What follows belongs to an exercise in optimizing a design on an open flow for small area, a short achievable clock period and few clock cycles per item; a production flow would make more cautious choices.
The RTL was checked by simulation tests, not by an equivalence proof against the original design.
Power is estimated from default activity; no workload was simulated.

### flow/run.sh
#!/bin/bash
# synth_recipe.tcl (not shown) runs the flow's synth.tcl, then flattens the netlist and writes it again
# the make line also repeats each setting of config.mk as NAME=value (left out here)
make -C /OpenROAD-flow-scripts/flow DESIGN_CONFIG=/design/flow/config.mk WORK_HOME=/design/flow/orfs CLKGATE_MAP_FILE= SYNTH_SCRIPT=/design/flow/synth_recipe.tcl finish
### flow/config.mk
export PLATFORM = sky130hd
export DESIGN_NAME = max_heap_priority_queue
export DESIGN_NICKNAME = max_heap_priority_queue
export VERILOG_FILES = /design/flow/design.v
export SDC_FILE = /design/flow/constraint.sdc
export NUM_CORES = 4
export LEC_CHECK = 0
export CAP_MARGIN = 20
export CORE_MARGIN = 2
export CORE_UTILIZATION = 40
export SETUP_SLACK_MARGIN = 5
export SLEW_MARGIN = 20
export TNS_END_PERCENT = 0
### flow/constraint.sdc
create_clock -name core_clock -period 12.0 [get_ports {clk_i}]
set_input_delay 2.4000 -clock core_clock [delete_from_list [all_inputs] [get_ports {clk_i}]]
set_output_delay 2.4000 -clock core_clock [all_outputs]
set_load 0.01 [all_outputs]
### flow/design.v
package mhpq_pkg;
  localparam int unsigned KeyW   = 32;
  localparam int unsigned EntryW = 8;
  typedef enum logic {
    CMD_INSERT  = 1'b0,
    CMD_REPLACE = 1'b1
  } command_e;
  typedef enum logic [1:0] {
    ST_OK    = 2'd0,
    ST_FULL  = 2'd1,
    ST_EMPTY = 2'd2
  } status_e;
  typedef struct packed {
    logic                   command;
    logic signed [KeyW-1:0] value;
  } in_word_t;
  typedef struct packed {
    logic [1:0]             status;
    logic signed [KeyW-1:0] top_value;
    logic [EntryW-1:0]      entry_total;
  } out_word_t;
  typedef struct packed {
    logic    set_status;
    status_e status;
    logic    start_ins;
    logic    start_rep;
    logic    up_read;
    logic    up_move;
    logic    dn_read;
    logic    dn_move;
    logic    place;
  } dp_cmd_t;
  typedef struct packed {
    logic full;
    logic empty;
    logic at_root;
    logic parent_less;
    logic child_better;
  } dp_stat_t;
endpackage
module mhpq_dpath #(
  parameter int unsigned CAPACITY = 128
) (
  input  logic                clk_i,
  input  logic                rst_ni,
  input  mhpq_pkg::in_word_t  word_i,
  input  mhpq_pkg::dp_cmd_t   cmd_i,
  output mhpq_pkg::dp_stat_t  stat_o,
  output mhpq_pkg::out_word_t result_o
);
  localparam int unsigned SlotW  = $clog2(CAPACITY + 1);
  localparam int unsigned ChildW = SlotW + 1;
  localparam int unsigned AddrW  = $clog2(CAPACITY);
  logic signed [mhpq_pkg::KeyW-1:0] mem [CAPACITY];
  logic [SlotW-1:0]                 count_q, count_d;
  logic [SlotW-1:0]                 pos_q, pos_d;
  logic signed [mhpq_pkg::KeyW-1:0] key_q, key_d;
  logic signed [mhpq_pkg::KeyW-1:0] top_q, top_d;
  mhpq_pkg::status_e                status_q, status_d;
  logic signed [mhpq_pkg::KeyW-1:0] rd_a_q, rd_b_q;
  logic [SlotW-1:0]                 parent_idx;
  logic [ChildW-1:0]                left_idx, right_idx, rd_a_sel, child_idx;
  logic                             left_ok, right_ok, take_left, take_right;
  logic signed [mhpq_pkg::KeyW-1:0] best_val, child_val, wr_data;
  logic                             wr_en, rd_en;
  logic [AddrW-1:0]                 wr_addr, rd_a_addr, rd_b_addr;
  assign parent_idx = pos_q >> 1;
  assign left_idx   = {pos_q, 1'b0};
  assign right_idx  = {pos_q, 1'b1};
  assign left_ok    = left_idx <= {1'b0, count_q};
  assign right_ok   = right_idx <= {1'b0, count_q};
  assign take_left  = left_ok && (rd_a_q > key_q);
  assign best_val   = take_left ? rd_a_q : key_q;
  assign take_right = right_ok && (rd_b_q > best_val);
  assign child_val  = take_right ? rd_b_q : rd_a_q;
  assign child_idx  = take_right ? right_idx : left_idx;
  assign rd_a_sel  = cmd_i.up_read ? {1'b0, parent_idx} : left_idx;
  assign rd_a_addr = AddrW'(rd_a_sel - ChildW'(1));
  assign rd_b_addr = AddrW'(right_idx - ChildW'(1));
  assign rd_en     = cmd_i.up_read | cmd_i.dn_read;
  assign wr_addr   = AddrW'(pos_q - SlotW'(1));
  always_comb begin
    count_d  = count_q;
    pos_d    = pos_q;
    key_d    = key_q;
    status_d = status_q;
    wr_en    = 1'b0;
    wr_data  = key_q;
    if (cmd_i.set_status) begin
      status_d = cmd_i.status;
    end
    if (cmd_i.start_ins) begin
      count_d = count_q + SlotW'(1);
      pos_d   = count_q + SlotW'(1);
      key_d   = word_i.value;
    end
    if (cmd_i.start_rep) begin
      pos_d = SlotW'(1);
      key_d = word_i.value;
    end
    if (cmd_i.up_move) begin
      wr_en   = 1'b1;
      wr_data = rd_a_q;
      pos_d   = parent_idx;
    end
    if (cmd_i.dn_move) begin
      wr_en   = 1'b1;
      wr_data = child_val;
      pos_d   = SlotW'(child_idx);
    end
    if (cmd_i.place) begin
      wr_en   = 1'b1;
      wr_data = key_q;
    end
  end
  assign top_d = (wr_en && stat_o.at_root) ? wr_data : top_q;
  always_ff @(posedge clk_i or negedge rst_ni) begin
    if (!rst_ni) begin
      count_q  <= '0;
      pos_q    <= '0;
      status_q <= mhpq_pkg::ST_OK;
    end else begin
      count_q  <= count_d;
      pos_q    <= pos_d;
      status_q <= status_d;
    end
  end
  always_ff @(posedge clk_i) begin
    key_q <= key_d;
    top_q <= top_d;
  end
  always_ff @(posedge clk_i) begin
    if (wr_en) begin
      mem[wr_addr] <= wr_data;
    end
    if (rd_en) begin
      rd_a_q <= mem[rd_a_addr];
      rd_b_q <= mem[rd_b_addr];
    end
  end
  assign stat_o.full         = count_q == SlotW'(CAPACITY);
  assign stat_o.empty        = count_q == '0;
  assign stat_o.at_root      = pos_q == SlotW'(1);
  assign stat_o.parent_less  = rd_a_q < key_q;
  assign stat_o.child_better = take_left | take_right;
  assign result_o.status      = status_q;
  assign result_o.top_value   = (count_q == '0) ? '0 : top_q;
  assign result_o.entry_total = mhpq_pkg::EntryW'(count_q);
endmodule
module mhpq_ctrl (
  input  logic               clk_i,
  input  logic               rst_ni,
  input  logic               start_i,
  input  logic               command_i,
  input  mhpq_pkg::dp_stat_t stat_i,
  output mhpq_pkg::dp_cmd_t  cmd_o,
  output logic               busy_o,
  output logic               done_o
);
  typedef enum logic [5:0] {
    S_IDLE   = 6'b000001,
    S_UP_RD  = 6'b000010,
    S_UP_CMP = 6'b000100,
    S_DN_RD  = 6'b001000,
    S_DN_CMP = 6'b010000,
    S_RESP   = 6'b100000
  } state_e;
  state_e state_q, state_d;
  always_comb begin
    state_d       = state_q;
    cmd_o         = '0;
    cmd_o.status  = mhpq_pkg::ST_OK;
    unique case (state_q)
      S_IDLE: begin
        if (start_i) begin
          cmd_o.set_status = 1'b1;
          if (command_i == mhpq_pkg::CMD_INSERT) begin
            if (stat_i.full) begin
              cmd_o.status = mhpq_pkg::ST_FULL;
              state_d      = S_RESP;
            end else begin
              cmd_o.start_ins = 1'b1;
              state_d         = S_UP_RD;
            end
          end else begin
            if (stat_i.empty) begin
              cmd_o.status = mhpq_pkg::ST_EMPTY;
              state_d      = S_RESP;
            end else begin
              cmd_o.start_rep = 1'b1;
              state_d         = S_DN_RD;
            end
          end
        end
      end
      S_UP_RD: begin
        if (stat_i.at_root) begin
          cmd_o.place = 1'b1;
          state_d     = S_RESP;
        end else begin
          cmd_o.up_read = 1'b1;
          state_d       = S_UP_CMP;
        end
      end
      S_UP_CMP: begin
        if (stat_i.parent_less) begin
          cmd_o.up_move = 1'b1;
          state_d       = S_UP_RD;
        end else begin
          cmd_o.place = 1'b1;
          state_d     = S_RESP;
        end
      end
      S_DN_RD: begin
        cmd_o.dn_read = 1'b1;
        state_d       = S_DN_CMP;
      end
      S_DN_CMP: begin
        if (stat_i.child_better) begin
          cmd_o.dn_move = 1'b1;
          state_d       = S_DN_RD;
        end else begin
          cmd_o.place = 1'b1;
          state_d     = S_RESP;
        end
      end
      S_RESP: begin
        state_d = S_IDLE;
      end
      default: begin
        state_d = S_IDLE;
      end
    endcase
  end
  always_ff @(posedge clk_i or negedge rst_ni) begin
    if (!rst_ni) begin
      state_q <= S_IDLE;
    end else begin
      state_q <= state_d;
    end
  end
  assign busy_o = state_q != S_IDLE;
  assign done_o = state_q == S_RESP;
endmodule
module max_heap_priority_queue #(
  parameter int unsigned CAPACITY = 128
) (
  input  logic                clk_i,
  input  logic                rst_ni,
  input  logic                start,
  output logic                busy,
  input  logic [32:0]         word_i,
  output logic                done_o,
  output logic [41:0]         result_o
);
  mhpq_pkg::in_word_t  word_s;
  mhpq_pkg::out_word_t result_s;
  assign word_s   = word_i;
  assign result_o = result_s;
  mhpq_pkg::dp_cmd_t  dp_cmd;
  mhpq_pkg::dp_stat_t dp_stat;
  mhpq_ctrl u_ctrl (
    .clk_i     (clk_i),
    .rst_ni    (rst_ni),
    .start_i   (start),
    .command_i (word_s.command),
    .stat_i    (dp_stat),
    .cmd_o     (dp_cmd),
    .busy_o    (busy),
    .done_o    (done_o)
  );
  mhpq_dpath #(
    .CAPACITY (CAPACITY)
  ) u_dpath (
    .clk_i    (clk_i),
    .rst_ni   (rst_ni),
    .word_i   (word_s),
    .cmd_i    (dp_cmd),
    .stat_o   (dp_stat),
    .result_o (result_s)
  );
endmodule
==> results_dict.tcl <==
set metrics [dict create \
    wl_per_cell_um 42.4 \
    min_from "u_dpath.status_q[0]" \
    path_cells "inv_1 > ha_1 > or4b_1 > o211ai_1 > inv_1 > nor2_1 > a21oi_1 > ha_4 > buf_12 > buf_4 > mux4_2 > mux2i_1 > o22ai_1 > nor4_2 > buf_4 > nor4_1" \
    crit_path_top_delay_cell "nor4_1" \
    syn_nets 8188 \
    dp.cells 13900 \
    crit_fanout 110 \
    vias 99100 \
    dieHeight_um 675 \
    cts_tree "yes" \
    grt.total_usage_pct 27.2 \
    cts.sinks 4248 \
    timing.rr.end "u_dpath.rd_a_q[0]" \
    critPathMaxStageDelay_ns 0.92 \
    ff2ff_path_depth 16 \
    rr_startpoint "u_dpath.pos_q[1]" \
    critPathBufInv 5 \
    drt_iter0_markers 17300 \
    synth_edf_count 4224 \
    grt_max_degree 139 \
    hpwl_mm 341 \
    cap_violations 0 \
    cts_root_buffer "clkbuf_16" \
    clkTransAtPathRegs_ns 0.06 \
    grt_setup_unrepaired "true" \
    slew_viol_final 0 \
    drive_gt1_share_pct 34.8 \
    worstHoldPathCells 2 \
    worstSetupEndpointType "flip-flop" \
    cts_max_level 5 \
    yosysWarnings 2 \
    skew_ns 0.0533 \
    avgSynthCellArea_um2 22.3 \
    cp.arrival_ns 7.81 \
    ys.flop_type "edfxtp_1" \
    grt_pass1_vias 95900 \
    hold_violations 0 \
    netlist_area_um2 180000 \
    cts_made_buffers 441 \
    peakVddDrop_v 0.000311 \
    fin_tns_setup_ns 0 \
    port-buffer-count 79 \
    grt_overflow 0 \
    crit_family "buffers and inverters" \
    viasPerCell 6.70 \
    status "finished clean" \
    leakagePower_nw 64.3 \
    rows 246 \
    wl_mm 627 \
    fin_nets 8524 \
    slew_headroom_pct 12.1 \
    r2r_slack_ns 4.83 \
    synth-async-reset-ratio_pct 0.565 \
    power_density_nw_per_um2 248 \
    ys_seq_area_share_pct 70.7 \
    core_um2 449000 \
    gp_congestion 0.934 \
    timing.final.crit_share_pct 59.8 \
    start_util_pct 40.2 \
    clockBufferDepth 4 \
    dieArea_um2 456000 \
    area_delta_synth_final_pct 14.3 \
    period_needed_ns 7.17 \
    worstSetupStartpointType "flip-flop" \
    timing.fmax_ghz 0.139 \
    yosysUniqueCellTypes 66 \
    boundaryPins 80 \
    required_ns 12.64 \
    critical_path_class "flip-flop to flip-flop" \
    clock_latency_ns 1.01 \
    tightest_slew_ns 1.31 \
    drc_errors 0 \
    die-width_um 675 \
    ant_nets 0 \
    final_cells 14800 \
    grt_pass1_wl_mm 842 \
    hp-class "flip-flop to flip-flop" \
    firstDrtPassIters 5 \
    synth_cells 8075 \
    setup_violations 0 \
    min_to "u_dpath.status_q[0]" \
    antenna_found_initial 73 \
    ys_ff_latch 4248 \
]
## kinds of logic after synthesis
| kind of cell | Yosys count | share of synthesized area (%) |
|---|---|---|
| simple gates | 740 | 1.93 |
| buf+inv | 598 | 1.37 |
| mux | 2046 | 24.0 |
| flops | 4248 | 70.7 |
| compound gates | 343 | 1.38 |
| fa+ha+maj | 77 | 0.534 |
| xor+xnor | 23 | 0.112 |
## stage by stage
step	hold slack (ns)	setup slack, ns	total power (W)	area [um2]	util, %
after floorplan	0.515	4.94	0.0279	181000	-
final	0.540	4.83	0.0511	206000	45.9
after detailed placement	0.522	3.07	0.0369	191000	42.5
after global routing	0.562	4.73	0.0520	206000	45.9
after global placement	0.513	3.25	0.0367	191000	42.4
after CTS	0.535	4.84	0.0505	206000	45.8
## synthesized netlist by cell type (17+ instances only)
library cell | count | area, um2
mux4_2 | 1822 | 41000
dfrtp_1 | 23 | 576
o22ai_1 | 65 | 407
a31oi_1 | 41 | 257
clkbuf_1 | 346 | 1300
ha_1 | 77 | 963
xnor2_1 | 19 | 166
a21oi_1 | 35 | 175
and4_1 | 17 | 149
buf_2 | 123 | 616
nor4_1 | 23 | 144
nand3_1 | 98 | 490
and3_1 | 32 | 200
or2_1 | 20 | 125
edfxtp_1 | 4224 | 127000
nor2_1 | 164 | 616
nor2b_1 | 42 | 263
a211oi_1 | 32 | 240
mux2i_1 | 219 | 2190
inv_1 | 54 | 203
buf_1 | 60 | 225
a32oi_1 | 96 | 841
nand2_1 | 266 | 998
## routing by layer
| layer | track usage [%] | vias to the layer above | share of wire [%] | wire length, um |
|---|---|---|---|---|
| met3 | 8.46 | 1160 | 13 | 83300 |
| met2 | 40.1 | 7519 | 45 | 281000 |
| met5 | 0 | - | 0.026 | 165 |
| met1 | 37.2 | 54300 | 37 | 231000 |
| met4 | 12.3 | 24 | 5.2 | 32400 |
| li1 | - | 36100 | - | - |
## what timing repair did
item,4_1_cts,5_1_grt
hold buffers,0,0
gates cloned,7,1
pin swaps,2,0
setup endpoints to repair,4143,4157
setup buffers,12,2
gates resized for setup,121,22
## flip-flops by register name (all words and copies together) (netlist names)
signal	count
u_dpath.key_q	32
u_dpath.pos_q	8
u_dpath.status_q	2
u_dpath.rd_b_q	32
u_ctrl.state_q	6
u_dpath.mem	4096
u_dpath.count_q	8
u_dpath.top_q	32
u_dpath.rd_a_q	32
## placed cells by master, fill, tap and decap left out, types with 11 or more instances in the layout
master	netlist	layout
o22ai_1	65	63
nor2b_1	42	42
nor3_1	16	13
a21oi_1	35	33
a211oi_1	32	30
nand2_1	266	261
clkbuf_16	0	448
clkinv_2	0	90
bufinv_16	0	42
nand4_1	14	14
clkinv_1	0	118
nor2_4	0	132
mux2i_1	219	182
clkbuf_1	346	67
xnor2_1	19	16
dfrtp_1	23	17
or2_1	20	20
buf_8	0	12
mux2i_4	0	35
o21ai_0	13	12
buf_6	4	22
mux4_2	1822	1822
nor2_1	164	32
and3_1	32	31
diode_2	0	62
ha_1	77	76
nand3_1	98	92
clkinvlp_4	0	20
buf_4	10	265
a31oi_1	41	40
and4_1	17	17
edfxtp_1	4224	4224
clkdlybuf4s50_1	0	79
inv_1	54	52
buf_12	0	44
a32oi_1	96	94
nor4_1	23	11
## how the worst max path moves through the flow
stage,startpoint,endpoint,cells past startpoint
after floorplan,u_dpath.key_q[30],u_dpath.mem[0][30],19
after global placement,u_dpath.key_q[27],u_dpath.top_q[2],20
after detailed placement,u_dpath.key_q[27],u_dpath.mem[87][2],20
after CTS,u_dpath.pos_q[1],u_dpath.rd_a_q[8],14
after global routing,u_dpath.key_q[10],u_dpath.mem[70][4],22
final,u_dpath.pos_q[1],u_dpath.rd_a_q[0],16
## cell type report
cell class              count  area (um2)
diodes                     62         155
clock buffers             513       11400
clock inverters           301        2760
fillers                 36600      243000
inverters                  55         221
multi-input cells        3235       52300
flip-flops and latches   4248      127000
well taps                5952        7450
repair buffers            430        4310
## power breakdown
part	internal [W]	total [W]	switching, W	leakage (nW)
logic	0.00623	0.0195	0.0133	19.1
registers	0.0178	0.0180	0.000191	38.3
clock network	0.00770	0.0136	0.00588	6.92
## worst register-to-register path: stages (launching register included)
cell	delay, ns
dfrtp_4	0.74
inv_1	0.29
ha_1	0.22
or4b_1	0.48
o211ai_1	0.44
inv_1	0.21
nor2_1	0.13
a21oi_1	0.08
ha_4	0.79
buf_12	0.55
buf_4	0.78
mux4_2	0.29
mux2i_1	0.07
o22ai_1	0.51
nor4_2	0.10
buf_4	0.23
nor4_1	0.92
Testbench counts, summed over its fixed seeds: cycles 26,411, items 3,072.

-- separate check: timing with driven ports --
The results above use ideal ports. As a check the final layout listed here was re-extracted and re-timed, cells and wires unchanged. Step 1 assumes that a clkbuf_16 drives the clock port and a buf_2 every other input. Step 2, shift: input delay + t, output delay - t, t = (earliest + latest rising clock arrival at the registers) / 2. This alone moves slack from input paths to output paths. Three values: ideal, step 1, step 2; two values: the first two.
t (ns): 1.104
slack for setup (ns): 4.830 / 4.830 / 4.830
worst hold slack (ns): 0.540 / 0.540 / 0.540
After both steps setup and hold are still met in this run. The setup slack of this run moves by 0.000 ns with the drivers and by 0.000 ns with both steps.
